Context: an optimization exercise on an open-source flow, tuned for small area and a short achievable clock period. The choices shown serve that exercise and are no tape-out recipe.
Only simulation tests tie the RTL to the original design; equivalence was not proved.
Power figures rest on the tool's default switching activity, not on a simulated workload.

--- flow/design.v ---
package axi_wdata_trace_pkg;
  typedef enum logic [1:0] {
    IDLE    = 2'd0,
    CAPTURE = 2'd1,
    DRAIN   = 2'd2,
    DONE    = 2'd3
  } trace_state_e;
  localparam logic [63:0] TRIG_ON_DEFAULT  = 64'h1;
  localparam logic [63:0] TRIG_OFF_DEFAULT = 64'hFFFF_FFFF_FFFF_FFFF;
  localparam int unsigned MAX_STRB_BITS = 128;
  localparam int unsigned POPCNT_W      = $clog2(MAX_STRB_BITS + 1);
  function automatic logic [POPCNT_W-1:0] popcount(input logic [MAX_STRB_BITS-1:0] v);
    logic [POPCNT_W-1:0] cnt;
    cnt = '0;
    for (int i = 0; i < MAX_STRB_BITS; i++) begin
      cnt = cnt + POPCNT_W'(v[i]);
    end
    popcount = cnt;
  endfunction
endpackage
module trace_fifo #(
  parameter int unsigned Width = 144,
  parameter int unsigned Depth = 8
) (
  input  logic                   clk_i,
  input  logic                   rst_i,
  input  logic                   push_i,
  input  logic                   pop_i,
  input  logic [Width-1:0]       data_i,
  output logic [Depth*Width-1:0] slots_o,
  output logic [Depth-1:0]       rsel_o,
  output logic [$clog2(Depth):0] count_o
);
  localparam int unsigned PtrW = $clog2(Depth);
  logic [Width-1:0] mem_q [Depth];
  logic [PtrW-1:0]  wr_ptr_q;
  logic [Depth-1:0] rsel_q;
  logic [PtrW:0]    count_q;
  logic             we;
  assign count_o = count_q;
  assign rsel_o  = rsel_q;
  assign we      = !count_q[PtrW] || pop_i;
  always_ff @(posedge clk_i) begin
    if (rst_i) begin
      wr_ptr_q <= '0;
      rsel_q   <= Depth'(1);
      count_q  <= '0;
    end else begin
      if (push_i) wr_ptr_q <= wr_ptr_q + 1'b1;
      if (pop_i)  rsel_q   <= {rsel_q[Depth-2:0], rsel_q[Depth-1]};
      case ({push_i, pop_i})
        2'b10:   count_q <= count_q + 1'b1;
        2'b01:   count_q <= count_q - 1'b1;
        default: count_q <= count_q;
      endcase
    end
  end
  always_ff @(posedge clk_i) begin
    if (we) mem_q[wr_ptr_q] <= data_i;
  end
  for (genvar e = 0; e < Depth; e++) begin : g_slot
    assign slots_o[e*Width +: Width] = mem_q[e];
  end
endmodule
import axi_wdata_trace_pkg::*;
module trace_byte_sum (
  input  logic [63:0] strb_i,
  input  logic [3:0]  take_i,
  input  logic [6:0]  lo_i,
  output logic [7:0]  sum_o
);
  logic w1, w2, w3, w4, w5, w6, w7, w8, w9, w10, w11, w12, w13, w14, w15, w16;
  logic w17, w18, w19, w20, w21, w22, w23, w24, w25, w26, w27, w28, w29, w30, w31, w32;
  logic w33, w34, w35, w36, w37, w38, w39, w40, w41, w42, w43, w44, w45, w46, w47, w48;
  logic w49, w50, w51, w52, w53, w54, w55, w56, w57, w58, w59, w60, w61, w62, w63, w64;
  logic w65, w66, w67, w68, w69, w70, w71, w72, w73, w74, w75, w76, w77, w78, w79, w80;
  logic w81, w82, w83, w84, w85, w86, w87, w88, w89, w90, w91, w92, w93, w94, w95, w96;
  logic w97, w98, w99, w100, w101, w102, w103, w104, w105, w106, w107, w108, w109, w110, w111, w112;
  logic w113, w114, w115, w116, w117, w118, w119, w120, w121, w122, w123, w124, w125, w126, w127, w128;
  logic w129, w130, w131, w132, w133, w134, w135, w136, w137, w138, w139, w140, w141, w142, w143, w144;
  logic w145, w146, w147, w148, w149, w150, w151, w152, w153, w154, w155, w156, w157, w158, w159, w160;
  assign w1 = strb_i[0] ^ strb_i[1] ^ strb_i[2];
  assign w2 = (strb_i[0] & strb_i[1]) | (strb_i[0] & strb_i[2]) | (strb_i[1] & strb_i[2]);
  assign w3 = strb_i[3] ^ strb_i[4] ^ strb_i[5];
  assign w4 = (strb_i[3] & strb_i[4]) | (strb_i[3] & strb_i[5]) | (strb_i[4] & strb_i[5]);
  assign w5 = strb_i[6] ^ strb_i[7] ^ strb_i[8];
  assign w6 = (strb_i[6] & strb_i[7]) | (strb_i[6] & strb_i[8]) | (strb_i[7] & strb_i[8]);
  assign w7 = strb_i[9] ^ strb_i[10] ^ strb_i[11];
  assign w8 = (strb_i[9] & strb_i[10]) | (strb_i[9] & strb_i[11]) | (strb_i[10] & strb_i[11]);
  assign w9 = strb_i[12] ^ strb_i[13] ^ strb_i[14];
  assign w10 = (strb_i[12] & strb_i[13]) | (strb_i[12] & strb_i[14]) | (strb_i[13] & strb_i[14]);
  assign w11 = w1 ^ w3 ^ w5;
  assign w12 = (w1 & w3) | (w1 & w5) | (w3 & w5);
  assign w13 = w7 ^ w9 ^ strb_i[15];
  assign w14 = (w7 & w9) | (w7 & strb_i[15]) | (w9 & strb_i[15]);
  assign w15 = w2 ^ w4 ^ w6;
  assign w16 = (w2 & w4) | (w2 & w6) | (w4 & w6);
  assign w17 = w8 ^ w10;
  assign w18 = w8 & w10;
  assign w19 = w12 ^ w14 ^ w15;
  assign w20 = (w12 & w14) | (w12 & w15) | (w14 & w15);
  assign w21 = w20 ^ w16 ^ w18;
  assign w22 = (w20 & w16) | (w20 & w18) | (w16 & w18);
  assign w23 = w11 & take_i[0];
  assign w24 = w13 & take_i[0];
  assign w25 = w19 & take_i[0];
  assign w26 = w17 & take_i[0];
  assign w27 = w21 & take_i[0];
  assign w28 = w22 & take_i[0];
  assign w29 = strb_i[16] ^ strb_i[17] ^ strb_i[18];
  assign w30 = (strb_i[16] & strb_i[17]) | (strb_i[16] & strb_i[18]) | (strb_i[17] & strb_i[18]);
  assign w31 = strb_i[19] ^ strb_i[20] ^ strb_i[21];
  assign w32 = (strb_i[19] & strb_i[20]) | (strb_i[19] & strb_i[21]) | (strb_i[20] & strb_i[21]);
  assign w33 = strb_i[22] ^ strb_i[23] ^ strb_i[24];
  assign w34 = (strb_i[22] & strb_i[23]) | (strb_i[22] & strb_i[24]) | (strb_i[23] & strb_i[24]);
  assign w35 = strb_i[25] ^ strb_i[26] ^ strb_i[27];
  assign w36 = (strb_i[25] & strb_i[26]) | (strb_i[25] & strb_i[27]) | (strb_i[26] & strb_i[27]);
  assign w37 = strb_i[28] ^ strb_i[29] ^ strb_i[30];
  assign w38 = (strb_i[28] & strb_i[29]) | (strb_i[28] & strb_i[30]) | (strb_i[29] & strb_i[30]);
  assign w39 = w29 ^ w31 ^ w33;
  assign w40 = (w29 & w31) | (w29 & w33) | (w31 & w33);
  assign w41 = w35 ^ w37 ^ strb_i[31];
  assign w42 = (w35 & w37) | (w35 & strb_i[31]) | (w37 & strb_i[31]);
  assign w43 = w30 ^ w32 ^ w34;
  assign w44 = (w30 & w32) | (w30 & w34) | (w32 & w34);
  assign w45 = w36 ^ w38;
  assign w46 = w36 & w38;
  assign w47 = w40 ^ w42 ^ w43;
  assign w48 = (w40 & w42) | (w40 & w43) | (w42 & w43);
  assign w49 = w48 ^ w44 ^ w46;
  assign w50 = (w48 & w44) | (w48 & w46) | (w44 & w46);
  assign w51 = w39 & take_i[1];
  assign w52 = w41 & take_i[1];
  assign w53 = w47 & take_i[1];
  assign w54 = w45 & take_i[1];
  assign w55 = w49 & take_i[1];
  assign w56 = w50 & take_i[1];
  assign w57 = strb_i[32] ^ strb_i[33] ^ strb_i[34];
  assign w58 = (strb_i[32] & strb_i[33]) | (strb_i[32] & strb_i[34]) | (strb_i[33] & strb_i[34]);
  assign w59 = strb_i[35] ^ strb_i[36] ^ strb_i[37];
  assign w60 = (strb_i[35] & strb_i[36]) | (strb_i[35] & strb_i[37]) | (strb_i[36] & strb_i[37]);
  assign w61 = strb_i[38] ^ strb_i[39] ^ strb_i[40];
  assign w62 = (strb_i[38] & strb_i[39]) | (strb_i[38] & strb_i[40]) | (strb_i[39] & strb_i[40]);
  assign w63 = strb_i[41] ^ strb_i[42] ^ strb_i[43];
  assign w64 = (strb_i[41] & strb_i[42]) | (strb_i[41] & strb_i[43]) | (strb_i[42] & strb_i[43]);
  assign w65 = strb_i[44] ^ strb_i[45] ^ strb_i[46];
  assign w66 = (strb_i[44] & strb_i[45]) | (strb_i[44] & strb_i[46]) | (strb_i[45] & strb_i[46]);
  assign w67 = w57 ^ w59 ^ w61;
  assign w68 = (w57 & w59) | (w57 & w61) | (w59 & w61);
  assign w69 = w63 ^ w65 ^ strb_i[47];
  assign w70 = (w63 & w65) | (w63 & strb_i[47]) | (w65 & strb_i[47]);
  assign w71 = w58 ^ w60 ^ w62;
  assign w72 = (w58 & w60) | (w58 & w62) | (w60 & w62);
  assign w73 = w64 ^ w66;
  assign w74 = w64 & w66;
  assign w75 = w68 ^ w70 ^ w71;
  assign w76 = (w68 & w70) | (w68 & w71) | (w70 & w71);
  assign w77 = w76 ^ w72 ^ w74;
  assign w78 = (w76 & w72) | (w76 & w74) | (w72 & w74);
  assign w79 = w67 & take_i[2];
  assign w80 = w69 & take_i[2];
  assign w81 = w75 & take_i[2];
  assign w82 = w73 & take_i[2];
  assign w83 = w77 & take_i[2];
  assign w84 = w78 & take_i[2];
  assign w85 = strb_i[48] ^ strb_i[49] ^ strb_i[50];
  assign w86 = (strb_i[48] & strb_i[49]) | (strb_i[48] & strb_i[50]) | (strb_i[49] & strb_i[50]);
  assign w87 = strb_i[51] ^ strb_i[52] ^ strb_i[53];
  assign w88 = (strb_i[51] & strb_i[52]) | (strb_i[51] & strb_i[53]) | (strb_i[52] & strb_i[53]);
  assign w89 = strb_i[54] ^ strb_i[55] ^ strb_i[56];
  assign w90 = (strb_i[54] & strb_i[55]) | (strb_i[54] & strb_i[56]) | (strb_i[55] & strb_i[56]);
  assign w91 = strb_i[57] ^ strb_i[58] ^ strb_i[59];
  assign w92 = (strb_i[57] & strb_i[58]) | (strb_i[57] & strb_i[59]) | (strb_i[58] & strb_i[59]);
  assign w93 = strb_i[60] ^ strb_i[61] ^ strb_i[62];
  assign w94 = (strb_i[60] & strb_i[61]) | (strb_i[60] & strb_i[62]) | (strb_i[61] & strb_i[62]);
  assign w95 = w85 ^ w87 ^ w89;
  assign w96 = (w85 & w87) | (w85 & w89) | (w87 & w89);
  assign w97 = w91 ^ w93 ^ strb_i[63];
  assign w98 = (w91 & w93) | (w91 & strb_i[63]) | (w93 & strb_i[63]);
  assign w99 = w86 ^ w88 ^ w90;
  assign w100 = (w86 & w88) | (w86 & w90) | (w88 & w90);
  assign w101 = w92 ^ w94;
  assign w102 = w92 & w94;
  assign w103 = w96 ^ w98 ^ w99;
  assign w104 = (w96 & w98) | (w96 & w99) | (w98 & w99);
  assign w105 = w104 ^ w100 ^ w102;
  assign w106 = (w104 & w100) | (w104 & w102) | (w100 & w102);
  assign w107 = w95 & take_i[3];
  assign w108 = w97 & take_i[3];
  assign w109 = w103 & take_i[3];
  assign w110 = w101 & take_i[3];
  assign w111 = w105 & take_i[3];
  assign w112 = w106 & take_i[3];
  assign w113 = w23 ^ w24 ^ w51;
  assign w114 = (w23 & w24) | (w23 & w51) | (w24 & w51);
  assign w115 = w52 ^ w79 ^ w80;
  assign w116 = (w52 & w79) | (w52 & w80) | (w79 & w80);
  assign w117 = w107 ^ w108 ^ lo_i[0];
  assign w118 = (w107 & w108) | (w107 & lo_i[0]) | (w108 & lo_i[0]);
  assign w119 = w25 ^ w26 ^ w53;
  assign w120 = (w25 & w26) | (w25 & w53) | (w26 & w53);
  assign w121 = w54 ^ w81 ^ w82;
  assign w122 = (w54 & w81) | (w54 & w82) | (w81 & w82);
  assign w123 = w109 ^ w110 ^ lo_i[1];
  assign w124 = (w109 & w110) | (w109 & lo_i[1]) | (w110 & lo_i[1]);
  assign w125 = w27 ^ w55 ^ w83;
  assign w126 = (w27 & w55) | (w27 & w83) | (w55 & w83);
  assign w127 = w111 ^ lo_i[2];
  assign w128 = w111 & lo_i[2];
  assign w129 = w28 ^ w56 ^ w84;
  assign w130 = (w28 & w56) | (w28 & w84) | (w56 & w84);
  assign w131 = w112 ^ lo_i[3];
  assign w132 = w112 & lo_i[3];
  assign w133 = w113 ^ w115 ^ w117;
  assign w134 = (w113 & w115) | (w113 & w117) | (w115 & w117);
  assign w135 = w114 ^ w116 ^ w118;
  assign w136 = (w114 & w116) | (w114 & w118) | (w116 & w118);
  assign w137 = w119 ^ w121 ^ w123;
  assign w138 = (w119 & w121) | (w119 & w123) | (w121 & w123);
  assign w139 = w120 ^ w122 ^ w124;
  assign w140 = (w120 & w122) | (w120 & w124) | (w122 & w124);
  assign w141 = w125 ^ w127;
  assign w142 = w125 & w127;
  assign w143 = w126 ^ w128 ^ w129;
  assign w144 = (w126 & w128) | (w126 & w129) | (w128 & w129);
  assign w145 = w130 ^ w132 ^ lo_i[4];
  assign w146 = (w130 & w132) | (w130 & lo_i[4]) | (w132 & lo_i[4]);
  assign w147 = w134 ^ w135 ^ w137;
  assign w148 = (w134 & w135) | (w134 & w137) | (w135 & w137);
  assign w149 = w136 ^ w138 ^ w139;
  assign w150 = (w136 & w138) | (w136 & w139) | (w138 & w139);
  assign w151 = w140 ^ w142 ^ w143;
  assign w152 = (w140 & w142) | (w140 & w143) | (w142 & w143);
  assign w153 = w148 ^ w149 ^ w141;
  assign w154 = (w148 & w149) | (w148 & w141) | (w149 & w141);
  assign w155 = w150 ^ w151 ^ w131;
  assign w156 = (w150 & w151) | (w150 & w131) | (w151 & w131);
  assign w157 = w152 ^ w144 ^ w145;
  assign w158 = (w152 & w144) | (w152 & w145) | (w144 & w145);
  assign w159 = w158 ^ w146 ^ lo_i[5];
  assign w160 = (w158 & w146) | (w158 & lo_i[5]) | (w146 & lo_i[5]);
  assign sum_o = {1'b0, w160, w159, w156, w154, w153, w147, w133} +
                 {1'b0, lo_i[6], 1'b0, w157, w155, 1'b0, 1'b0, 1'b0};
endmodule
module axi_wdata_trace_capture #(
  parameter int unsigned NrChannels = 4,
  parameter int unsigned DataWidth  = 128,
  parameter int unsigned FifoDepth  = 8,
  parameter int unsigned CntWidth   = 16,
  parameter logic [63:0] TrigOn     = TRIG_ON_DEFAULT,
  parameter logic [63:0] TrigOff    = TRIG_OFF_DEFAULT,
  localparam int unsigned StrbW     = DataWidth / 8,
  localparam int unsigned ChanW     = (NrChannels > 1) ? $clog2(NrChannels) : 1
) (
  input  logic                          clk_i,
  input  logic                          rst_i,
  input  logic [63:0]                   trigger_i,
  input  logic                          dump_en_i,
  input  logic [NrChannels*DataWidth-1:0] w_data_i,
  input  logic [NrChannels*StrbW-1:0]   w_strb_i,
  input  logic [NrChannels-1:0]         w_valid_i,
  input  logic [NrChannels-1:0]         w_ready_i,
  output logic                          out_valid_o,
  input  logic                          out_ready_i,
  output logic [ChanW-1:0]              out_chan_o,
  output logic [DataWidth-1:0]          out_data_o,
  output logic [StrbW-1:0]              out_strb_o,
  output logic [1:0]                    state_o,
  output logic                          done_o,
  output logic                          overflow_o,
  output logic [CntWidth-1:0]           beat_cnt_o,
  output logic [CntWidth-1:0]           byte_cnt_o,
  output logic [CntWidth-1:0]           drop_cnt_o
);
  localparam int unsigned FifoW = DataWidth + StrbW;
  localparam int unsigned CntW  = $clog2(FifoDepth) + 1;
  localparam int unsigned IncW  = $clog2(NrChannels * StrbW + 1);
  axi_wdata_trace_pkg::trace_state_e state_q, state_d;
  logic clear_cnt;
  logic [NrChannels-1:0] cap, push, pop, drop, nempty, take;
  logic [FifoDepth*FifoW-1:0] slots [NrChannels];
  logic [FifoDepth-1:0]       rsel  [NrChannels];
  logic [CntW-1:0]            count [NrChannels];
  logic [FifoW-1:0]           wbeat [NrChannels];
  logic [NrChannels-1:0] gsel_q, gsel_new, rr_q, rr_x, ne_x, eap, arb;
  logic                  hold, valid_q, valid_next, done_q, fire;
  logic [ChanW-1:0]      chan_q, chan_new;
  logic [FifoW-1:0]      head_q, head_new;
  logic [CntWidth-1:0] beat_q, drop_q;
  logic                overflow_q;
  for (genvar c = 0; c < NrChannels; c++) begin : g_fifo
    assign wbeat[c] = {w_strb_i[c*StrbW +: StrbW], w_data_i[c*DataWidth +: DataWidth]};
    trace_fifo #(
      .Width (FifoW),
      .Depth (FifoDepth)
    ) u_fifo (
      .clk_i   (clk_i),
      .rst_i   (rst_i),
      .push_i  (push[c]),
      .pop_i   (pop[c]),
      .data_i  (wbeat[c]),
      .slots_o (slots[c]),
      .rsel_o  (rsel[c]),
      .count_o (count[c])
    );
  end
  assign fire = valid_q && out_ready_i;
  assign hold = valid_q && !out_ready_i;
  always_comb begin
    for (int c = 0; c < NrChannels; c++) begin
      nempty[c] = |count[c];
      cap[c]    = (state_q == CAPTURE) && dump_en_i && w_valid_i[c] && w_ready_i[c] &&
                  (|w_strb_i[c*StrbW +: StrbW]);
      pop[c]    = out_ready_i && gsel_q[c];
      push[c]   = cap[c] && (!count[c][CntW-1] || pop[c]);
      drop[c]   = cap[c] && count[c][CntW-1] && !pop[c];
    end
  end
  always_comb begin
    for (int c = 0; c < NrChannels; c++) begin
      if (valid_q) begin
        ne_x[c] = gsel_q[c] ? (count[c] > CntW'(1)) : nempty[c];
        eap[c]  = gsel_q[c] ? (count[c] == CntW'(1)) : !nempty[c];
      end else begin
        ne_x[c] = 1'b0;
        eap[c]  = 1'b1;
      end
    end
    rr_x = valid_q ? {gsel_q[NrChannels-2:0], gsel_q[NrChannels-1]} : rr_q;
  end
  always_comb begin
    logic seen;
    arb = '0;
    for (int s = 0; s < NrChannels; s++) begin
      for (int k = 0; k < NrChannels; k++) begin
        seen = 1'b0;
        for (int j = 0; j < k; j++) seen = seen | ne_x[(s + j) % NrChannels] | cap[(s + j) % NrChannels];
        arb[(s + k) % NrChannels] = arb[(s + k) % NrChannels] |
            (rr_x[s] & (ne_x[(s + k) % NrChannels] | cap[(s + k) % NrChannels]) & !seen);
      end
    end
  end
  assign gsel_new   = arb;
  assign valid_next = hold || (|(ne_x | cap));
  always_comb begin
    chan_new = '0;
    for (int c = 0; c < NrChannels; c++) if (gsel_new[c]) chan_new = chan_new | ChanW'(c);
  end
  always_comb begin
    logic [FifoDepth-1:0] rs;
    logic [FifoW-1:0]     stored, heads, beats;
    logic                 bypass;
    heads  = '0;
    beats  = '0;
    bypass = 1'b0;
    for (int c = 0; c < NrChannels; c++) begin
      rs = (valid_q && gsel_q[c]) ? {rsel[c][FifoDepth-2:0], rsel[c][FifoDepth-1]} : rsel[c];
      stored = '0;
      for (int e = 0; e < FifoDepth; e++)
        stored = stored | ({FifoW{rs[e]}} & slots[c][e*FifoW +: FifoW]);
      heads  = heads | ({FifoW{gsel_new[c]}} & stored);
      beats  = beats | ({FifoW{gsel_new[c]}} & wbeat[c]);
      bypass = bypass | (gsel_new[c] & eap[c]);
    end
    head_new = bypass ? beats : heads;
  end
  localparam int unsigned LoW = IncW;
  localparam int unsigned HiW = CntWidth - LoW;
  logic [HiW-1:0] bhi_q, bhi_up_q, bhi_now;
  logic           bcy_q, bsat_q, bcy_next;
  logic [LoW-1:0] blo_q, blo_now, blo_next;
  assign bhi_now = bcy_q ? bhi_up_q : bhi_q;
  assign blo_now = blo_q | {LoW{bsat_q}};
  always_comb begin
    for (int c = 0; c < NrChannels; c++)
      take[c] = (state_q == CAPTURE) && dump_en_i && w_valid_i[c] && w_ready_i[c] &&
                (!count[c][CntW-1] || pop[c]);
  end
  trace_byte_sum u_byte_sum (
    .strb_i (w_strb_i),
    .take_i (take),
    .lo_i   (blo_now),
    .sum_o  ({bcy_next, blo_next})
  );
  function automatic logic [CntWidth-1:0] sat_pick(input logic [CntWidth-1:0]   q,
                                                  input logic [NrChannels-1:0] ev);
    logic [NrChannels:0] k;
    logic [CntWidth:0]   s;
    k = '0;
    for (int n = 0; n <= NrChannels; n++) k[n] = ($countones(ev) == n);
    sat_pick = '0;
    for (int n = 0; n <= NrChannels; n++) begin
      s = {1'b0, q} + (CntWidth+1)'(n);
      sat_pick = sat_pick | ({CntWidth{k[n]}} & (s[CntWidth] ? '1 : s[CntWidth-1:0]));
    end
  endfunction
  always_comb begin
    state_d   = state_q;
    clear_cnt = 1'b0;
    case (state_q)
      IDLE:    if (trigger_i == TrigOn) state_d = CAPTURE;
      CAPTURE: if (trigger_i == TrigOff) state_d = DRAIN;
      DRAIN:   if (!valid_q) state_d = DONE;
      DONE: begin
        if (trigger_i == TrigOn) begin
          state_d   = CAPTURE;
          clear_cnt = 1'b1;
        end
      end
      default: state_d = IDLE;
    endcase
  end
  always_ff @(posedge clk_i) begin
    if (rst_i) begin
      state_q <= IDLE;
      done_q  <= 1'b0;
      rr_q    <= NrChannels'(1);
      gsel_q  <= '0;
      chan_q  <= '0;
      valid_q <= 1'b0;
    end else begin
      state_q <= state_d;
      done_q  <= (state_d == DRAIN) && !valid_next;
      valid_q <= valid_next;
      if (fire) rr_q <= {gsel_q[NrChannels-2:0], gsel_q[NrChannels-1]};
      if (!hold) begin
        gsel_q <= gsel_new;
        chan_q <= chan_new;
      end
    end
  end
  always_ff @(posedge clk_i) begin
    if (!hold) head_q <= head_new;
  end
  always_ff @(posedge clk_i) begin
    if (rst_i || clear_cnt) begin
      beat_q     <= '0;
      drop_q     <= '0;
      bhi_q      <= '0;
      bhi_up_q   <= HiW'(1);
      bcy_q      <= 1'b0;
      bsat_q     <= 1'b0;
      blo_q      <= '0;
      overflow_q <= 1'b0;
    end else begin
      beat_q     <= sat_pick(beat_q, push);
      drop_q     <= sat_pick(drop_q, drop);
      bhi_q      <= bhi_now;
      bhi_up_q   <= (&bhi_now) ? '1 : bhi_now + 1'b1;
      bcy_q      <= bcy_next;
      bsat_q     <= bcy_next && (&bhi_now);
      blo_q      <= blo_next;
      overflow_q <= overflow_q | (|drop);
    end
  end
  assign out_valid_o              = valid_q;
  assign out_chan_o               = chan_q;
  assign {out_strb_o, out_data_o} = head_q;
  assign state_o                  = state_q;
  assign done_o                   = done_q;
  assign overflow_o               = overflow_q;
  assign beat_cnt_o               = beat_q;
  assign byte_cnt_o               = {bhi_now, blo_now};
  assign drop_cnt_o               = drop_q;
endmodule
--- flow/flow/run.sh ---
#!/bin/bash
# Layout flow. Synthesis is the standard one with two changes that leave its registers as they
# are: no full-adder cell mapping (ABC maps the strobe popcount from plain gates), and ABC's
# mapping script flow/abc_speed.script (delay-targeted map, then buffering and sizing).
# Floorplan and placement run as standard, with single-size port buffers; clock-tree synthesis
# uses larger sink clusters; the timing repair after clock-tree synthesis and after global
# routing aims for MARGIN ns of extra setup slack. Each make run writes its full output to a log
# of its own here.
set -euo pipefail
MARGIN=14
rm -rf synth_scripts
cp -r "$FLOW_HOME/scripts" synth_scripts
cp flow/abc_speed.script synth_scripts/abc_speed.script
SCRIPTS_DIR="$PWD/synth_scripts" ADDER_MAP_FILE= bash standard.sh synth > make_synth.log 2>&1
BUFFER_PORTS_ARGS="-buffer_cell sky130_fd_sc_hd__buf_1" bash standard.sh floorplan place > make_place.log 2>&1
export CTS_ARGS="-sink_clustering_enable -repair_clock_nets -sink_clustering_size 30 -sink_clustering_max_diameter 80 -dont_use_dummy_load"
SETUP_SLACK_MARGIN=$MARGIN bash standard.sh cts > make_cts.log 2>&1
SETUP_SLACK_MARGIN=$MARGIN bash standard.sh finish > make_finish.log 2>&1
--- flow/flow/abc_speed.script ---
strash
dch
map -D 1500
topo
buffer -p
upsize -D 1500
dnsize -D 1500
--- flow/constraint.sdc ---
create_clock -name core_clock -period 20.0 [get_ports {clk_i}]
set_input_delay 4.0000 -clock core_clock [delete_from_list [all_inputs] [get_ports {clk_i}]]
set_output_delay 4.0000 -clock core_clock [all_outputs]
set_load 0.01 [all_outputs]
--- flow/standard.sh ---
#!/bin/bash
# synth_recipe.tcl (not shown) runs the flow's synth.tcl, then flattens the netlist and writes it again
# the make line also repeats each setting of config.mk as NAME=value (left out here)
make -C /OpenROAD-flow-scripts/flow DESIGN_CONFIG=/design/flow/config.mk WORK_HOME=/design/flow/orfs CLKGATE_MAP_FILE= SYNTH_SCRIPT=/design/flow/synth_recipe.tcl "${@:-finish}"
--- flow/config.mk ---
export PLATFORM = sky130hd
export DESIGN_NAME = axi_wdata_trace_capture
export DESIGN_NICKNAME = axi_wdata_trace_capture
export VERILOG_FILES = /design/flow/design.v
export SDC_FILE = /design/flow/constraint.sdc
export NUM_CORES = 4
export LEC_CHECK = 0
export CAP_MARGIN = 20
export CORE_MARGIN = 2
export CORE_UTILIZATION = 50
export PLACE_DENSITY = 0.55
export SLEW_MARGIN = 20
export TNS_END_PERCENT = 10
==> impl_results.md, run 1 <==
- Register area share after synthesis: 0.786
- ANT nets after route: 0
- I/O Pins: 851
- Layout Skew: 95.4 ps
- Later-pin clock latency in the skew report: 1020 ps
- Total Routing Usage GR: 0.408
- Vias in the first global route: 109000
- Critical path origin: w_strb_i[49]
- R2R Setup Slk: 13920 ps
- First-pass GRT wire length: 1020000 microns
- WP data required: 20820 ps
- Synth Area in XOR/XNOR: 0.00115
- CTS tree: yes
- CTS Buffer Depth: 4
- Clock Tree Root: clkbuf_16
- # nets final: 12700
- Die height: 612 microns
- Largest cells by area after synthesis: edfxtp_1 (77%), a22oi_1 (9.3%), a41oi_1 (2.3%)
- Final setup vio count: 0
- Die X: 612 microns
- Share of layout cells above drive strength 1: 0.130
- Num CTS Buffers: 209
- P_leak: 0.0632 uW
- Final worst slack: 13320 ps
- Initial drt markers: 25000
- Top sig layer: met5
- Min-delay worst type: flip-flop to flip-flop
- Status: finished clean
- Clock sink count: 4886
- Post-Synthesis Cells: 11100
- Worst setup endpoint: head_q[37]
- # port buffers: 850
- H-tree depth: 4
- Routed WL: 790000 microns
- Placed cell areas: 0.195 sq mm
- Initial antenna violation count: 312
- Netlist cell types: 77
- Post-Syn Area: 0.185 sq mm
- Most frequent cell after synthesis: edfxtp_1
- Main combinational cell family by area after synthesis: compound AO/OA/AOI/OAI gates
- Crit. End Element: flip-flop
- Max-Cap Viols: 0
- Tot Pwr: 16800 uW
- Ys flop type: edfxtp_1
- Start of the worst register-to-register path: valid_q
- Largest net degree at the start of global routing: 108
- DR WL met2: 306000 microns
- Die area: 0.375 sq mm
- Syn_area_per_cell: 16.6 sq um
- CP max FO: 17
- Startpoint Class: input port
- Synth Area in Compound Gates: 0.157
- P per Cell Area: 79.9 mW/mm^2
- Routed metal-1 wire length: 299000 microns
- Setup_tns: 0 ps
- Maximum vdd drop: 0.0000914 V
- Adder-cell share of the synthesized area: 0
- Worst reg-to-reg path cell count: 11
- Synth area leader: edfxtp_1
- Number of flops mapped to enable cells by yosys: 4752
- CTS hold repair buffers: 0
- Simple-Gate Fraction of Synth Area: 0.0333
- Worst Tran Pin Value: 1330 ps
- Post-route cell area: 0.210 sq mm
- Tcrit/Tclk final: 0.334
- Via count: 125000
- Area Overhead vs Synth: 13.6%
- Kind of critical path: input port to flip-flop
- DR pass1 iterations: 7
- Seq cells post-synth: 4886
- Final Slew Violations: 0
- Most frequent cells after synthesis: edfxtp_1 (4752), a22oi_1 (2284), clkbuf_1 (632)
- Wire length per cell: 45.9 microns
- Top cell type's share of synthesized area: 0.771
- Register clock-pin slew on the reported worst setup and hold paths: 90 ps
- Net count after synthesis: 11800
- RR Endpoint: head_q[66]
- Post-synthesis mux area share: 0.00260
- Final critical-path required period: 6680 ps
- Hold Fails Final Rpt: 0
- WP data arrival: 7500 ps
- DR vias/cell: 7.28
- Max transition margin: 0.115
- Setup Slack @ Placement: 9960 ps
- Synth async-reset ratio: 0
- FMAX: 150 MHz
- Yosys warning count: 7
- Gpl congestion: 1.01
- Total grt overflow: 0
- DR DRC count: 0
- HPWL after DPL: 486000 microns
- Row count: 223
- Initial Utilization: 0.502
- WL met3: 148000 microns
- Core ar.: 0.369 sq mm
- RSZ-0062 raised after global routing: yes
- Fin util: 0.570
-- sequential cells by signal, indices dropped and copies added, names as in the netlist, 7 cells and up --
signal	count
beat_q	16
bhi_q	9
bhi_up_q	9
blo_q	7
drop_q	16
g_fifo.u_fifo.count_q	16
g_fifo.u_fifo.mem_q	4608
g_fifo.u_fifo.rsel_q	32
g_fifo.u_fifo.wr_ptr_q	12
head_q	144
-- how the worst min path moves through the flow --
stage | start | to | cells past startpoint
CTS | overflow_q | overflow_q | 2
detailed placement | overflow_q | overflow_q | 2
finish | overflow_q | overflow_q | 2
global placement | overflow_q | overflow_q | 2
global route | overflow_q | overflow_q | 2
floorplan | g_fifo[1].u_fifo.rsel_q[2] | g_fifo[1].u_fifo.rsel_q[3] | 2
-- final cells by class --
cell class	count	area, sq um
antenna	185	463
clock buffer	209	5230
fill	28500	158000
inverter	327	1480
multi-input combinational	5255	40600
sequential	4886	145000
tap	4950	6190
timing repair buffer	1389	10700
timing repair inverter	6	78.8
-- where the power goes --
group | switching (uW) | total, uW | internal, uW
Combinational | 438 | 563 | 126
Sequential | 16.4 | 11300 | 11300
Clock | 3080 | 4950 | 1870
-- worst max-delay path: stages --
cell	delay, ps
clkbuf_2	210
inv_1	150
nand2_1	70
nor3_1	120
nand4_1	150
o21ai_2	300
nand2_2	180
nor2_1	230
nand3_1	120
nor3_2	190
nor2_4	70
buf_12	160
buf_16	170
a41oi_2	920
a2111oi_0	170
mux2i_1	190
-- per-layer routing --
layer	track usage	vias to the layer above
met5	0	-
met4	0.150	154
met3	0.210	1342
met2	0.520	10200
met1	0.589	65200
li1	-	48300
-- stage by stage --
step | std cells | hold slack, ps
global placement | 16500 | 439
finish | 17200 | 452
global route | 17100 | 479
floorplan | 11100 | 440
detailed placement | 16500 | 446
CTS | 16900 | 455
-- cell usage in the layout (no fill, tap or decap), drive strengths merged, types with 9 or more instances in the layout --
cell type     n
mux2i        48
nor4         38
o2bb2ai      20
bufbuf       14
nand3b       11
nand4       192
a221oi      145
o41ai        90
and2         50
a22oi      2288
a22o        143
nand3       159
clkbuf      249
inv         320
or2          13
a2111oi      48
nand2       458
xor2         12
o21a         14
o21ai       337
dfxtp       134
nor2        359
clkinvlp      9
a41oi       490
edfxtp     4752
buf        1335
o211ai       13
o22ai        20
a31oi        36
nor3         31
diode       185
a21oi       190
-- what timing repair did --
action | CTS | global route
pin swaps | 114 | 121
setup buffers | 140 | 74
endpoints found under the setup margin | 3057 | 1752
cloned | 75 | 5
gates resized for setup | 890 | 410
endpoints found under the hold margin | 0 | 0
-- cell families (layout without fill, tap and decap cells) --
logic type	after synthesis	count (layout)
muxes	48	48
xor gates and xnor gates	18	18
DFF	4886	4886
buffers and inverters	997	1931
other	0	185
AOI/OAI and AO/OA	3872	3872
and+or+nand+nor	1312	1317
==> inputs of run 2 (changes only) <==
--- a/flow/design.v
+++ b/flow/design.v
@@ -275,6 +275,7 @@
   localparam int unsigned FifoW = DataWidth + StrbW;
   localparam int unsigned CntW  = $clog2(FifoDepth) + 1;
   localparam int unsigned IncW  = $clog2(NrChannels * StrbW + 1);
+  localparam int unsigned BInW  = ChanW + 1;
   axi_wdata_trace_pkg::trace_state_e state_q, state_d;
   logic clear_cnt;
   logic [NrChannels-1:0] cap, push, pop, drop, nempty, take;
@@ -287,6 +288,7 @@
   logic [ChanW-1:0]      chan_q, chan_new;
   logic [FifoW-1:0]      head_q, head_new;
   logic [CntWidth-1:0] beat_q, drop_q;
+  logic [BInW-1:0]     beat_inc, drop_inc;
   logic                overflow_q;
   for (genvar c = 0; c < NrChannels; c++) begin : g_fifo
     assign wbeat[c] = {w_strb_i[c*StrbW +: StrbW], w_data_i[c*DataWidth +: DataWidth]};
@@ -307,6 +309,8 @@
   assign fire = valid_q && out_ready_i;
   assign hold = valid_q && !out_ready_i;
   always_comb begin
+    beat_inc = '0;
+    drop_inc = '0;
     for (int c = 0; c < NrChannels; c++) begin
       nempty[c] = |count[c];
       cap[c]    = (state_q == CAPTURE) && dump_en_i && w_valid_i[c] && w_ready_i[c] &&
@@ -314,6 +318,8 @@
       pop[c]    = out_ready_i && gsel_q[c];
       push[c]   = cap[c] && (!count[c][CntW-1] || pop[c]);
       drop[c]   = cap[c] && count[c][CntW-1] && !pop[c];
+      beat_inc  = beat_inc + BInW'(push[c]);
+      drop_inc  = drop_inc + BInW'(drop[c]);
     end
   end
   always_comb begin
@@ -382,17 +388,16 @@
     .lo_i   (blo_now),
     .sum_o  ({bcy_next, blo_next})
   );
-  function automatic logic [CntWidth-1:0] sat_pick(input logic [CntWidth-1:0]   q,
-                                                  input logic [NrChannels-1:0] ev);
-    logic [NrChannels:0] k;
-    logic [CntWidth:0]   s;
-    k = '0;
-    for (int n = 0; n <= NrChannels; n++) k[n] = ($countones(ev) == n);
-    sat_pick = '0;
-    for (int n = 0; n <= NrChannels; n++) begin
-      s = {1'b0, q} + (CntWidth+1)'(n);
-      sat_pick = sat_pick | ({CntWidth{k[n]}} & (s[CntWidth] ? '1 : s[CntWidth-1:0]));
-    end
+  function automatic logic [CntWidth-1:0] sat_inc(input logic [CntWidth-1:0] q,
+                                                 input logic [BInW-1:0]     inc);
+    logic [BInW:0]           lo;
+    logic [CntWidth-BInW-1:0] up, up1;
+    lo  = {1'b0, q[BInW-1:0]} + {1'b0, inc};
+    up  = q[CntWidth-1:BInW];
+    up1 = up + 1'b1;
+    if (!lo[BInW])  sat_inc = {up, lo[BInW-1:0]};
+    else if (&up)   sat_inc = '1;
+    else            sat_inc = {up1, lo[BInW-1:0]};
   endfunction
   always_comb begin
     state_d   = state_q;
@@ -443,8 +448,8 @@
       blo_q      <= '0;
       overflow_q <= 1'b0;
     end else begin
-      beat_q     <= sat_pick(beat_q, push);
-      drop_q     <= sat_pick(drop_q, drop);
+      beat_q     <= sat_inc(beat_q, beat_inc);
+      drop_q     <= sat_inc(drop_q, drop_inc);
       bhi_q      <= bhi_now;
       bhi_up_q   <= (&bhi_now) ? '1 : bhi_now + 1'b1;
       bcy_q      <= bcy_next;
--- a/flow/config.mk
+++ b/flow/config.mk
@@ -7,7 +7,6 @@
 export LEC_CHECK = 0
 export CAP_MARGIN = 20
 export CORE_MARGIN = 2
-export CORE_UTILIZATION = 50
-export PLACE_DENSITY = 0.55
+export CORE_UTILIZATION = 40
+export PLACE_DENSITY = 0.5
 export SLEW_MARGIN = 20
-export TNS_END_PERCENT = 10
==> run 2 against run 1 <==
Sequential power about the same. Maximum frequency grew 0.50%. Largest cell class unchanged. Global-route usage is 7.2 points lower. Count of clock-buffer cells in the layout decreased by 1. Register-to-register slack gained 100 ps. First-iteration DRC count is 31% lower.
==> impl_results.md, run 2 <==
- Most frequent cells after synthesis: edfxtp_1 (4752), a22oi_1 (2094), clkbuf_1 (633)
- Routed WL: 814000 microns (+3.1%)
- Slowest CP cell: a31oi_4
- # port buffers: 850 (unchanged)
- Synth Area in Compound Gates: 0.148 (-0.00874)
- Met2 usage: 0.536 (+0.0165)
- RSZ-0062 raised after global routing: yes
- Register area share after synthesis: 0.790 (+0.00441)
- Core ar.: 0.459 sq mm (+25%)
- Cell-internal power: 13300 uW (about the same)
- Via count: 120000 (-4.0%)
- Regs by FF count: g_fifo.u_fifo.mem_q: 4608 flops, head_q: 144 flops, g_fifo.u_fifo.rsel_q: 32 flops
- Number of flip-flops in the largest register: 4608 (unchanged)
- Total Routing Usage GR: 0.337 (-0.0715)
- Syn_area_per_cell: 16.7 sq um (+0.70%)
- Worst Tran Pin Value: 1400 ps (+72.3 ps)
- Adder-cell share of the synthesized area: 0 (unchanged)
- I/O Pins: 851 (unchanged)
- Initial Utilization: 0.401 (-0.101)
- Vias in the first global route: 111000 (+1.6%)
- Worst-path cell chain: buf_1 -> buf_6 -> and2_4 -> o21bai_4 -> nand4_4 -> nand3_4 -> nand2_4 -> buf_4 -> nand3_2 -> a31oi_4 -> nand3_2 -> nand4_1 -> nand4_1 -> a21oi_2 -> nand3_2 -> buf_4 -> nand2_1 -> nand4_1 -> nand3_2 -> o211ai_1 -> a21oi_2
- HPWL after DPL: 470000 microns (-3.3%)
- CP max FO: 13 (-4)
- Cell mode on critical path: nand3_2
- Initial drt markers: 17100 (-31%)
- Main combinational cell family by area after synthesis: compound AO/OA/AOI/OAI gates
- DR vias/cell: 6.51 (-11%)
- Met3 Track Usage GR: 0.0812 (-0.128)
- Ys flop type: edfxtp_1
- Crit-path leading delay family: simple AND/OR/NAND/NOR gates
- Top cell type's share of synthesized area: 0.775 (+0.00433)
- Largest cells by area after synthesis: edfxtp_1 (78%), a22oi_1 (8.5%), a41oi_1 (2.0%)
- P per Cell Area: 78.7 mW/mm^2 (-1.5%)
- Die height: 682 microns (+11%)
- Net count after synthesis: 11600 (-1.2%)
- DR pass1 iterations: 6 (-1)
- P_leak: 0.0648 uW (+2.6%)
- Max-Cap Viols: 0 (unchanged)
- Crit-path max cell delay: 340 ps (-580 ps)
- CTS tree: yes
- Number of flops mapped to enable cells by yosys: 4752 (unchanged)
- Crit. End Element: flip-flop
- Kind of critical path: input port to flip-flop
- Tcrit/Tclk final: 0.332 (-0.00166)
- Die area: 0.465 sq mm (+24%)
- Hold Fails Final Rpt: 0 (unchanged)
- Grt peak-use layer: met2
- Share of layout cells above drive strength 1: 0.131 (+0.00129)
- Register area: 0.145 sq mm (about the same)
- Startpoint Class: input port
- WP data arrival: 7510 ps (about the same)
- Min-delay worst type: flip-flop to flip-flop
- Synth area leader: edfxtp_1
- Netlist cell types: 75 (-2.6%)
- Fillers: 39200 (+37%)
- FMAX: 150 MHz (+0.50%)
- Seq cells post-synth: 4886 (unchanged)
- Most common cell after layout, fill and taps aside: edfxtp_1
- GR Util met1: 0.380 (-0.210)
- Tot Pwr: 16700 uW (-0.31%)
- Later-pin clock latency in the skew report: 1030 ps (about the same)
- Final Slew Violations: 0 (unchanged)
- Num CTS Buffers: 208 (-0.48%)
- Largest Register: g_fifo.u_fifo.mem_q
- Setup_tns: 0 ps (unchanged)
- Synth Area in XOR/XNOR: 0.00203 (+0.000884)
- Post-Synthesis Cells: 11000 (-1.2%)
- ANT nets after route: 0 (unchanged)
- Yosys warning count: 7 (unchanged)
- Synth async-reset ratio: 0 (unchanged)
- Register clock-pin slew on the reported worst setup and hold paths: 110 ps (+20 ps)
- CTS Buffer Depth: 4 (unchanged)
- Most frequent cell after synthesis: edfxtp_1
- Combinational share of power: 0.031 (-0.003)
- Post-Syn Area: 0.184 sq mm (-0.56%)
- Row count: 249 (+12%)
- Total grt overflow: 0 (unchanged)
- H-tree depth: 4 (unchanged)
- Highest-count cells in the layout ignoring fill and taps: edfxtp_1 (4752), a22oi_1 (2091), buf_1 (775)
- Post-synthesis mux area share: 0.00451 (+0.00192)
- Area Overhead vs Synth: 15.5%
- Wire length per cell: 44.1 microns (-3.9%)
- # nets final: 12700 (-0.51%)
- Crit path buf inv count: 4 (unchanged)
- Final critical-path required period: 6650 ps (-33.3 ps)
- DR DRC count: 0 (unchanged)
- Maximum vdd drop: 0.0000761 V (-17%)
- Final setup vio count: 0 (unchanged)
- P_sw: 3480 uW (-1.3%)
- Layout Skew: 123 ps (+27.7 ps)
- Status: finished clean
- First-pass GRT wire length: 1050000 microns (+2.3%)
- Sequential Power Share: 0.674 (+0.002)
- Initial antenna violation count: 357 (+14%)
- Die X: 682 microns (+11%)
- CTS hold repair buffers: 0 (unchanged)
- Clock Tree Root: clkbuf_16
- Clock sink count: 4886 (unchanged)
- Gpl congestion: 0.918 (-9.3%)
- Sw Share: 0.208 (-0.00206)
- Largest net degree at the start of global routing: 115 (+6.5%)
- WP data required: 20870 ps (+50 ps)
- Clock power share: 0.295 (about the same)
- Area of the multi-input gates: 0.0398 sq mm (-1.9%)
- Max transition margin: 0.0666 (-0.0482)
- Simple-Gate Fraction of Synth Area: 0.0336 (+0.000302)
run 2: path summary, 6_finish.rpt:
check	cells after the start	start	endpoint	slack, ps
worst max-delay path	21	w_strb_i[10]	blo_q[6]	13350
worst min register to register	2	g_fifo[2].u_fifo.rsel_q[6]	g_fifo[2].u_fifo.rsel_q[7]	470
worst min-delay path	2	g_fifo[2].u_fifo.rsel_q[6]	g_fifo[2].u_fifo.rsel_q[7]	470
worst max register to register	14	valid_q	head_q[55]	14020
run 2: kinds of logic (layout without fill, tap and decap cells):
logic type,after synthesis,count (layout)
simple gates,1315,1323
compound gates,3615,3615
buf+inv,1057,2062
xor+xnor,38,38
other cells,0,311
mux,83,83
flops,4886,4886
run 2: metrics by stage:
stage	hold slack [ps]	area (sq um)	cells	utilization	setup slack, ps
after floorplan	440	184000	11000	-	1040
after global placement	453	195000	17600	0.425	8180
after detailed placement	466	195000	17600	0.425	8160
after CTS	464	209000	18100	0.456	13610
after global routing	499	212000	18300	0.462	13250
final	469	213000	18500	0.463	13350
run 2: per-layer routing:
layer,routed length [microns],vias to the layer above
met1,268000,62800
li1,-,47800
met2,379000,7677
met4,85800,122
met5,959,-
met3,81000,1841
run 2: tightest hold or removal path, stage by stage, from the launching register on:
cell	delay, ps
dfxtp_1	330
inv_1	80
a21oi_1	60
run 2: power groups by stage:
stage                     clock (uW)  combinational (uW)  sequential (uW)
after floorplan                    0                 125            11500
after global placement             0                 432            11500
final                           4940                 526            11300
after detailed placement           0                 447            11500
after global routing            5270                 547            11300
after CTS                       4960                 499            11300
run 2: repair_timing:
item | in CTS | in global routing
setup endpoints to repair | 3539 | 454
gates cloned | 92 | 11
setup buffers | 195 | 71
pin swaps | 163 | 128
gates resized for setup | 1065 | 313
run 2: cell type report:
class / count / share of cell area
sequential: 4886 / 0.684
multi-input combinational: 5059 / 0.187
timing repair buffer: 1449 / 0.0556
tap: 6149 / 0.0362
clock buffer: 208 / 0.0245
inverter: 396 / 0.00811
antenna: 311 / 0.00366
timing repair inverter: 9 / 0.000789
==> inputs of run 3 (changes only) <==
--- a/flow/design.v
+++ b/flow/design.v
@@ -275,7 +275,6 @@
   localparam int unsigned FifoW = DataWidth + StrbW;
   localparam int unsigned CntW  = $clog2(FifoDepth) + 1;
   localparam int unsigned IncW  = $clog2(NrChannels * StrbW + 1);
-  localparam int unsigned BInW  = ChanW + 1;
   axi_wdata_trace_pkg::trace_state_e state_q, state_d;
   logic clear_cnt;
   logic [NrChannels-1:0] cap, push, pop, drop, nempty, take;
@@ -288,7 +287,6 @@
   logic [ChanW-1:0]      chan_q, chan_new;
   logic [FifoW-1:0]      head_q, head_new;
   logic [CntWidth-1:0] beat_q, drop_q;
-  logic [BInW-1:0]     beat_inc, drop_inc;
   logic                overflow_q;
   for (genvar c = 0; c < NrChannels; c++) begin : g_fifo
     assign wbeat[c] = {w_strb_i[c*StrbW +: StrbW], w_data_i[c*DataWidth +: DataWidth]};
@@ -309,8 +307,6 @@
   assign fire = valid_q && out_ready_i;
   assign hold = valid_q && !out_ready_i;
   always_comb begin
-    beat_inc = '0;
-    drop_inc = '0;
     for (int c = 0; c < NrChannels; c++) begin
       nempty[c] = |count[c];
       cap[c]    = (state_q == CAPTURE) && dump_en_i && w_valid_i[c] && w_ready_i[c] &&
@@ -318,8 +314,6 @@
       pop[c]    = out_ready_i && gsel_q[c];
       push[c]   = cap[c] && (!count[c][CntW-1] || pop[c]);
       drop[c]   = cap[c] && count[c][CntW-1] && !pop[c];
-      beat_inc  = beat_inc + BInW'(push[c]);
-      drop_inc  = drop_inc + BInW'(drop[c]);
     end
   end
   always_comb begin
@@ -388,16 +382,17 @@
     .lo_i   (blo_now),
     .sum_o  ({bcy_next, blo_next})
   );
-  function automatic logic [CntWidth-1:0] sat_inc(input logic [CntWidth-1:0] q,
-                                                 input logic [BInW-1:0]     inc);
-    logic [BInW:0]           lo;
-    logic [CntWidth-BInW-1:0] up, up1;
-    lo  = {1'b0, q[BInW-1:0]} + {1'b0, inc};
-    up  = q[CntWidth-1:BInW];
-    up1 = up + 1'b1;
-    if (!lo[BInW])  sat_inc = {up, lo[BInW-1:0]};
-    else if (&up)   sat_inc = '1;
-    else            sat_inc = {up1, lo[BInW-1:0]};
+  function automatic logic [CntWidth-1:0] sat_pick(input logic [CntWidth-1:0]   q,
+                                                  input logic [NrChannels-1:0] ev);
+    logic [NrChannels:0] k;
+    logic [CntWidth:0]   s;
+    k = '0;
+    for (int n = 0; n <= NrChannels; n++) k[n] = ($countones(ev) == n);
+    sat_pick = '0;
+    for (int n = 0; n <= NrChannels; n++) begin
+      s = {1'b0, q} + (CntWidth+1)'(n);
+      sat_pick = sat_pick | ({CntWidth{k[n]}} & (s[CntWidth] ? '1 : s[CntWidth-1:0]));
+    end
   endfunction
   always_comb begin
     state_d   = state_q;
@@ -448,8 +443,8 @@
       blo_q      <= '0;
       overflow_q <= 1'b0;
     end else begin
-      beat_q     <= sat_inc(beat_q, beat_inc);
-      drop_q     <= sat_inc(drop_q, drop_inc);
+      beat_q     <= sat_pick(beat_q, push);
+      drop_q     <= sat_pick(drop_q, drop);
       bhi_q      <= bhi_now;
       bhi_up_q   <= (&bhi_now) ? '1 : bhi_now + 1'b1;
       bcy_q      <= bcy_next;
--- a/flow/flow/run.sh
+++ b/flow/flow/run.sh
@@ -12,7 +12,10 @@
 cp -r "$FLOW_HOME/scripts" synth_scripts
 cp flow/abc_speed.script synth_scripts/abc_speed.script
 SCRIPTS_DIR="$PWD/synth_scripts" ADDER_MAP_FILE= bash standard.sh synth > make_synth.log 2>&1
-BUFFER_PORTS_ARGS="-buffer_cell sky130_fd_sc_hd__buf_1" bash standard.sh floorplan place > make_place.log 2>&1
+# The capture-control inputs (strobes, handshakes, dump enable, drain ready) are placed as one
+# group of pins, so that the strobe popcount and capture logic sit close to them.
+CTRL_PINS="w_strb_i[0] w_strb_i[1] w_strb_i[2] w_strb_i[3] w_strb_i[4] w_strb_i[5] w_strb_i[6] w_strb_i[7] w_strb_i[8] w_strb_i[9] w_strb_i[10] w_strb_i[11] w_strb_i[12] w_strb_i[13] w_strb_i[14] w_strb_i[15] w_strb_i[16] w_strb_i[17] w_strb_i[18] w_strb_i[19] w_strb_i[20] w_strb_i[21] w_strb_i[22] w_strb_i[23] w_strb_i[24] w_strb_i[25] w_strb_i[26] w_strb_i[27] w_strb_i[28] w_strb_i[29] w_strb_i[30] w_strb_i[31] w_strb_i[32] w_strb_i[33] w_strb_i[34] w_strb_i[35] w_strb_i[36] w_strb_i[37] w_strb_i[38] w_strb_i[39] w_strb_i[40] w_strb_i[41] w_strb_i[42] w_strb_i[43] w_strb_i[44] w_strb_i[45] w_strb_i[46] w_strb_i[47] w_strb_i[48] w_strb_i[49] w_strb_i[50] w_strb_i[51] w_strb_i[52] w_strb_i[53] w_strb_i[54] w_strb_i[55] w_strb_i[56] w_strb_i[57] w_strb_i[58] w_strb_i[59] w_strb_i[60] w_strb_i[61] w_strb_i[62] w_strb_i[63] w_valid_i[0] w_valid_i[1] w_valid_i[2] w_valid_i[3] w_ready_i[0] w_ready_i[1] w_ready_i[2] w_ready_i[3] dump_en_i out_ready_i"
+PLACE_PINS_ARGS="-group_pins {$CTRL_PINS}" BUFFER_PORTS_ARGS="-buffer_cell sky130_fd_sc_hd__buf_1" bash standard.sh floorplan place > make_place.log 2>&1
 export CTS_ARGS="-sink_clustering_enable -repair_clock_nets -sink_clustering_size 30 -sink_clustering_max_diameter 80 -dont_use_dummy_load"
 SETUP_SLACK_MARGIN=$MARGIN bash standard.sh cts > make_cts.log 2>&1
 SETUP_SLACK_MARGIN=$MARGIN bash standard.sh finish > make_finish.log 2>&1
==> run 3 against run 2 <==
Synthesized area rose by 0.56%. Core utilization rose by 0.30 points. First-iteration DRC count rose by 48%. Sequential cell count did not move. Maximum frequency rose by 2.2%. Register-to-register slack got worse by 350 ps. Worst setup slack improved by 140 ps. Final area rose by 0.93%. Cell count rose by 0.86%. Count of clock-buffer cells in the layout rose by 8. Sequential power barely moved. Total power rose by 1.3%.
==> impl_results.md, run 3 <==
- Status: finished clean
- Initial drt markers: 25400 (+48%)
- Hold_sp: overflow_q
- Total Routing Usage GR: 0.362 (+0.0249)
- Maximum vdd drop: 0.0000722 V (-5.2%)
- Synth async-reset ratio: 0 (unchanged)
- Largest Register: g_fifo.u_fifo.mem_q
- H-tree depth: 4 (unchanged)
- CP max FO: 7 (-6)
- I/O Pins: 851 (unchanged)
- Final critical-path required period: 6500 ps (-143 ps)
- Start of the worst register-to-register path: valid_q
- Highest-count cells in the layout ignoring fill and taps: edfxtp_1 (4752), a22oi_1 (2279), buf_1 (733)
- Tot Pwr: 17000 uW (+1.3%)
- HPWL after DPL: 529000 microns (+13%)
- Routed WL: 880000 microns (+8.1%)
- Vias in the first global route: 113000 (+1.9%)
- Via count: 129000 (+7.0%)
- ANT nets after route: 0 (unchanged)
- Row count: 249 (unchanged)
- Regs by FF count: g_fifo.u_fifo.mem_q: 4608 flops, head_q: 144 flops, g_fifo.u_fifo.rsel_q: 32 flops
- Min-delay worst type: flip-flop to flip-flop
- Max-Cap Viols: 0 (unchanged)
- # nets final: 12800 (+1.2%)
- Wire length per cell: 47.3 microns (+7.2%)
- P per Cell Area: 79.1 mW/mm^2 (+0.41%)
- Syn_area_per_cell: 16.6 sq um (-0.69%)
- DR vias/cell: 6.91 (+6.1%)
- Die height: 684 microns (+0.28%)
- Number of flip-flops in the largest register: 4608 (unchanged)
- Hold Fails Final Rpt: 0 (unchanged)
- DR DRC count: 0 (unchanged)
- Max transition margin: 0.123 (+0.0562)
- Crit-path max cell delay: 410 ps (+70 ps)
- Ys flop type: edfxtp_1
- WP data required: 20810 ps (-60 ps)
- First-pass GRT wire length: 1130000 microns (+7.8%)
- Share of layout cells above drive strength 1: 0.149 (+0.0180)
- Most frequent cells after synthesis: edfxtp_1 (4752), a22oi_1 (2284), clkbuf_1 (632)
- Area Overhead vs Synth: 15.9%
- Fillers: 39300 (+0.23%)
- Worst reg-to-reg path cell count: 15 (+1)
- Hold path endpoint: overflow_q
- Largest net degree at the start of global routing: 100 (-13%)
- Clock Tree Root: clkbuf_16
- CTS tree: yes
- P_leak: 0.0645 uW (-0.53%)
- Crit. End Element: flip-flop
- Core ar.: 0.460 sq mm (+0.27%)
- Worst-path cell chain: buf_12 -> nor4_4 -> nand4_1 -> o21ai_4 -> buf_12 -> nand2_8 -> inv_4 -> buf_4 -> nor3_4 -> nor2_4 -> clkbuf_16 -> buf_6 -> a21oi_4 -> a2111oi_4 -> buf_4 -> clkbuf_16 -> buf_12 -> buf_12 -> buf_16 -> o21ai_2
- Synth area leader: edfxtp_1
- WP data arrival: 7310 ps (-200 ps)
- DR pass1 iterations: 8 (+2)
- Post-Syn Area: 0.185 sq mm (+0.56%)
- Total grt overflow: 0 (unchanged)
- Number of flops mapped to enable cells by yosys: 4752 (unchanged)
- Gpl congestion: 0.993 (+8.1%)
- Initial antenna violation count: 445 (+25%)
- Num CTS Buffers: 216 (+3.8%)
- Top cell type's share of synthesized area: 0.771 (-0.00433)
- Hold Path Stages: 2 (unchanged)
- Register area share after synthesis: 0.786 (-0.00441)
- Layout Skew: 93.0 ps (-30.1 ps)
- Kind of critical path: input port to flip-flop
- Slowest CP cell: a2111oi_4
- Net count after synthesis: 11800 (+1.2%)
- FMAX: 154 MHz (+2.2%)
- Post-Synthesis Cells: 11100 (+1.3%)
- # port buffers: 850 (unchanged)
- Worst Tran Pin Value: 1310 ps (-88.3 ps)
- CTS Buffer Depth: 4 (unchanged)
- RSZ-0062 raised after global routing: yes
- Clock sink count: 4886 (unchanged)
- Largest cells by area after synthesis: edfxtp_1 (77%), a22oi_1 (9.3%), a41oi_1 (2.3%)
- RR Endpoint: head_q[126]
- Die area: 0.468 sq mm (+0.56%)
- Seq cells post-synth: 4886 (unchanged)
- R2R Setup Slk: 13670 ps (-350 ps)
- Final Slew Violations: 0 (unchanged)
- Most common cell after layout, fill and taps aside: edfxtp_1
- Tcrit/Tclk final: 0.325 (-0.00713)
- Later-pin clock latency in the skew report: 1050 ps (+20 ps)
- Most frequent cell after synthesis: edfxtp_1
- Yosys warning count: 7 (unchanged)
- Netlist cell types: 77 (+2.7%)
- Startpoint Class: input port
- Cell mode on critical path: buf_12
- Die X: 684 microns (+0.28%)
- Initial Utilization: 0.402 (+0.00116)
- CTS hold repair buffers: 0 (unchanged)
- Setup_tns: 0 ps (unchanged)
- Register clock-pin slew on the reported worst setup and hold paths: 100 ps (about the same)
- Final setup vio count: 0 (unchanged)
[run 3: cell count changes in the layout (fill, tap and decap cells not counted), sizes merged, moves of 25 or more]
cell	previous run	this run
a22oi	2095	2288
nor2	331	359
a221oi	175	145
a21oi	249	190
a32o	108	4
mux2i	83	48
o41ai	40	90
o21ai	258	338
nand2	484	459
a22o	46	143
inv	396	321
nand4	234	192
a2111oi	83	48
a41oi	424	490
[run 3: stage by stage]
step | instance area, sq um | util | hold slack [ps] | setup WS, ps | std cells
floorplan | 185000 | - | 440 | 1100 | 11100
global placement | 196000 | 0.426 | 446 | 9970 | 17700
detailed placement | 196000 | 0.427 | 441 | 9880 | 17700
CTS | 212000 | 0.460 | 462 | 13700 | 18200
global route | 214000 | 0.465 | 489 | 13480 | 18400
finish | 215000 | 0.466 | 463 | 13500 | 18600
[run 3: worst max path at each step]
stage | slack, ps | start | depth (start not counted) | end
floorplan | 1100 | out_ready_i | 4 | g_fifo[3].u_fifo.mem_q[2][0]
global placement | 9970 | w_strb_i[38] | 14 | head_q[50]
detailed placement | 9880 | w_strb_i[38] | 14 | head_q[100]
CTS | 13700 | w_strb_i[37] | 18 | head_q[125]
global route | 13480 | w_strb_i[37] | 22 | head_q[34]
finish | 13500 | w_strb_i[37] | 20 | head_q[125]
[run 3: repair_timing]
action	4_1_cts	5_1_grt
setup buffers	213	62
pin swaps	194	156
endpoints found under the setup margin	3998	407
cloned	96	5
gates resized for setup	1308	344
[run 3: metal layers]
metal | vias up | wire length, microns | global-route usage
met4 | 228 | 44600 | 0.168
met1 | 67600 | 333000 | 0.494
li1 | 48600 | - | -
met2 | 10500 | 348000 | 0.472
met3 | 1721 | 153000 | 0.185
met5 | - | 1660 | 0.00643
[run 3: cells by family after synthesis]
logic type,share of synthesized area
AO/OA/AOI/OAI,0.157
AND/OR/NAND/NOR,0.0333
multiplexers,0.00260
flip-flops,0.786
buffers and inverters,0.0204
XOR/XNOR,0.00115
[run 3: power breakdown]
part           internal (uW)  switching [uW]  leakage [uW]
logic                    136             466        0.0166
registers              11300            16.5        0.0452
clock network           1930            3150       0.00266
total                  13300            3630        0.0645
[run 3: area by class of cell]
| cell class | count | area (sq um) | share of cell area |
|---|---|---|---|
| tap | 6149 | 7690 | 0.0359 |
| clock buffer | 216 | 5410 | 0.0252 |
| timing repair inverter | 6 | 72.6 | 0.000338 |
| sequential | 4886 | 145000 | 0.678 |
| multi-input combinational | 5258 | 41400 | 0.193 |
| timing repair buffer | 1470 | 12300 | 0.0575 |
| inverter | 327 | 1480 | 0.00689 |
| antenna | 314 | 786 | 0.00366 |
[run 3: critical path: cells and delay by family]
family          cells  cell delay [ps]
simple gates        5              920
compound gates      4              740
buf+inv            11             1580
==> inputs of run 4 (changes only) <==
--- a/flow/flow/run.sh
+++ b/flow/flow/run.sh
@@ -7,7 +7,7 @@
 # routing aims for MARGIN ns of extra setup slack. Each make run writes its full output to a log
 # of its own here.
 set -euo pipefail
-MARGIN=14
+MARGIN=13.5
 rm -rf synth_scripts
 cp -r "$FLOW_HOME/scripts" synth_scripts
 cp flow/abc_speed.script synth_scripts/abc_speed.script
==> run 4 against run 3 <==
Die area stayed put. First-iteration DRC count shrank 3.0%. Hold slack improved by 0.69 ps. Clock skew barely moved. Synthesized area did not move. Sequential share of layout area grew 2.0 points. Combinational power decreased by 3%. Highest routed layer unchanged.
==> impl_results.md, run 4 <==
- Worst Hold Margin: 464 ps (+0.685 ps)
- Area Overhead vs Synth: 12.6%
- R2R Setup Slk: 13320 ps (-350 ps)
- Die height: 684 microns (unchanged)
- Largest cells by area after synthesis: edfxtp_1 (77%), a22oi_1 (9.3%), a41oi_1 (2.3%)
- Initial Utilization: 0.402 (unchanged)
- Synth async-reset ratio: 0 (unchanged)
- Largest Register: g_fifo.u_fifo.mem_q
- Post-route cell area: 0.208 sq mm (-2.8%)
- Maximum vdd drop: 0.0000759 V (+5.1%)
- Clock power share: 0.300 (about the same)
- CTS tree: yes
- Synth area leader: edfxtp_1
- Seq cells post-synth: 4886 (unchanged)
- Most frequent cell after synthesis: edfxtp_1
- Kind of critical path: flip-flop to flip-flop
- Wire length per cell: 46.5 microns (-1.6%)
- Number of flops mapped to enable cells by yosys: 4752 (unchanged)
- Combinational share of power: 0.034 (-0.002)
- Crit. End Element: flip-flop
- Final Slew Violations: 0 (unchanged)
- Placed cell areas: 0.196 sq mm (unchanged)
- Regs by FF count: g_fifo.u_fifo.mem_q: 4608 flops, head_q: 144 flops, g_fifo.u_fifo.rsel_q: 32 flops
- Cell-internal power: 13300 uW (about the same)
- Layout Skew: 93.1 ps (+0.0369 ps)
- Post-Syn Area: 0.185 sq mm (unchanged)
- Tcrit/Tclk final: 0.334 (+0.00911)
- Start of the worst register-to-register path: valid_q
- First-pass GRT wire length: 1090000 microns (-3.5%)
- Max-Cap Viols: 0 (unchanged)
- H-tree depth: 4 (unchanged)
- Register area share after synthesis: 0.786 (unchanged)
- Yosys warning count: 7 (unchanged)
- ANT nets after route: 0 (unchanged)
- Max transition margin: 0.116 (-0.00720)
- # port buffers: 850 (unchanged)
- HPWL after DPL: 529000 microns (unchanged)
- # nets final: 12600 (-1.5%)
- Final setup vio count: 0 (unchanged)
- Register clock-pin slew on the reported worst setup and hold paths: 100 ps (about the same)
- Initial antenna violation count: 457 (+2.7%)
- Share of layout cells above drive strength 1: 0.103 (-0.0461)
- Later-pin clock latency in the skew report: 1030 ps (-20 ps)
- Number of flip-flops in the largest register: 4608 (unchanged)
- Critical path origin: valid_q
- RSZ-0062 raised after global routing: yes
- Routed WL: 856000 microns (-2.8%)
- DR pass1 iterations: 10 (+2)
- CP max FO: 40 (+33)
- FMAX: 150 MHz (-2.7%)
- I/O Pins: 851 (unchanged)
- RR Endpoint: head_q[131]
- Netlist cell types: 77 (unchanged)
- Post-Synthesis Cells: 11100 (unchanged)
- Worst reg-to-reg path cell count: 12 (-3)
- Final critical-path required period: 6680 ps (+182 ps)
- Sw Share: 0.214 (about the same)
- Clock sink count: 4886 (unchanged)
- Hold Fails Final Rpt: 0 (unchanged)
- Clock Tree Root: clkbuf_16
- Sequential Power Share: 0.665 (about the same)
- WP data arrival: 7510 ps (+200 ps)
- Total grt overflow: 0 (unchanged)
- Most frequent cells after synthesis: edfxtp_1 (4752), a22oi_1 (2284), clkbuf_1 (632)
- Top cell type's share of synthesized area: 0.771 (unchanged)
- CTS Buffer Depth: 4 (unchanged)
- Highest-count cells in the layout ignoring fill and taps: edfxtp_1 (4752), a22oi_1 (2282), buf_1 (775)
- Net count after synthesis: 11800 (unchanged)
- Setup_tns: 0 ps (unchanged)
- P_sw: 3630 uW (-0.18%)
- Syn_area_per_cell: 16.6 sq um (unchanged)
- Status: finished clean
- Most common cell after layout, fill and taps aside: edfxtp_1
- WP data required: 20830 ps (+20 ps)
- Ys flop type: edfxtp_1
- DR DRC count: 0 (unchanged)
- Die X: 684 microns (unchanged)
- Total Routing Usage GR: 0.347 (-0.0145)
- P per Cell Area: 81.3 mW/mm^2 (+2.8%)
- Row count: 249 (unchanged)
- Fin util: 0.453 (-0.0133)
- Worst setup endpoint: head_q[131]
- Core ar.: 0.460 sq mm (unchanged)
- Largest net degree at the start of global routing: 100 (unchanged)
- Initial drt markers: 24600 (-3.0%)
- Worst Tran Pin Value: 1330 ps (+14.7 ps)
- Startpoint Class: flip-flop
- Gpl congestion: 0.993 (unchanged)
- Vias in the first global route: 110000 (-2.4%)
- Num CTS Buffers: 216 (unchanged)
- P_leak: 0.0621 uW (-3.6%)
- Die area: 0.468 sq mm (unchanged)
- Via count: 127000 (-1.7%)
- Min-delay worst type: flip-flop to flip-flop
- DR vias/cell: 6.87 (-0.54%)
## run 4: changes by cell type in the layout (fill, tap and decap cells not counted), moves of 52 or more
cell	delta
a41oi_1	+58
buf_12	-53
buf_16	-58
buf_6	-58
o41ai_2	-52
o21ai_0	+99
o21ai_2	-71
o41ai_1	+64
## run 4: power by group through the flow
stage | combinational (uW) | clock (uW) | sequential [uW]
after floorplan | 119 | 0 | 11500
after global placement | 462 | 0 | 11500
after detailed placement | 475 | 0 | 11500
after CTS | 498 | 5100 | 11300
after global routing | 593 | 5390 | 11300
final | 583 | 5090 | 11300
## run 4: cell families after synthesis
kind of cell | after synthesis | share of synthesized area
flops | 4886 | 0.786
xor+xnor | 18 | 0.00115
simple gates | 1312 | 0.0333
mux | 48 | 0.00260
buf+inv | 997 | 0.0204
compound gates | 3872 | 0.157
## run 4: metal layers
metal	vias to the layer above	track usage	wire, microns
li1	48200	-	-
met4	240	0.140	39000
met5	-	0.00500	1810
met1	66500	0.486	329000
met3	1510	0.170	147000
met2	10100	0.456	339000
## run 4: layout make-up
cell class                 instances  area (sq um)
antenna                          292           731
clock buffer                     216          5410
fill                           39900        252000
inverter                         327          1460
multi-input combinational       5256         38900
sequential                      4886        145000
tap                             6149          7690
timing repair buffer            1284          8830
timing repair inverter             4          37.5
## run 4: worst min path at each step
| stage | from | end | slack [ps] | depth (start not counted) |
|---|---|---|---|---|
| finish | overflow_q | overflow_q | 460 | 2 |
| global route | overflow_q | overflow_q | 490 | 2 |
| CTS | overflow_q | overflow_q | 460 | 2 |
| detailed placement | overflow_q | overflow_q | 440 | 2 |
| global placement | overflow_q | overflow_q | 450 | 2 |
| floorplan | g_fifo[1].u_fifo.rsel_q[2] | g_fifo[1].u_fifo.rsel_q[3] | 440 | 2 |
## run 4: worst max-delay path: stages, from the launching register on
cell	delay, ps
dfxtp_1	650
inv_1	500
nor2_1	1010
inv_1	320
nand2_1	120
o21ai_0	250
inv_6	430
buf_4	780
buf_4	750
a22oi_1	230
a41oi_1	850
a2111oi_0	170
mux2i_1	210
## run 4: per-stage QoR
step,power (uW),instances,setup WS [ps]
detailed placement,12000,17700,9880
CTS,16900,18000,13490
global placement,12000,17700,9970
global route,17300,18200,13390
floorplan,11600,11100,1100
finish,16900,18400,13320
## run 4: what timing repair did
item / CTS / global route
hold buffers: 0 / 0
cloned: 35 / 19
pin swaps: 52 / 121
setup buffers: 60 / 71
gates resized for setup: 402 / 450
setup endpoints to repair: 2303 / 227

[re-timing with driven ports]
In the flow no input, the clock included, has a driving cell. The finished layouts below were timed again as built, in two steps. Step 1: set_driving_cell puts a clkbuf_16 on clk_i and a buf_2 on each other input, an assumption about the parent block. Step 2 times the ports against the registers' clock, not the clock port: input delays grow and output delays shrink by t, the midpoint of the rising clock arrivals with the driver on. Slacks: ideal ports / drivers / drivers and shift; pairs: ideal ports / drivers.
| run | shift t [ns] | setup slack, ns | pins driven straight from the clock port |
|---|---|---|---|
| run 1 | 1.085 | 13.321 / 13.325 / 12.240 | 1 |
| run 2 | 1.093 | 13.355 / 13.339 / 12.246 | 1 |
| run 3 | 1.135 | 13.497 / 13.481 / 12.346 | 1 |
| run 4 | 1.131 | 13.315 / 13.315 / 12.260 | 1 |
After both steps every run listed still meets setup and hold. For run 3, which loses most, drivers alone change the setup slack by -0.016 ns; drivers and shift together by -1.151 ns.
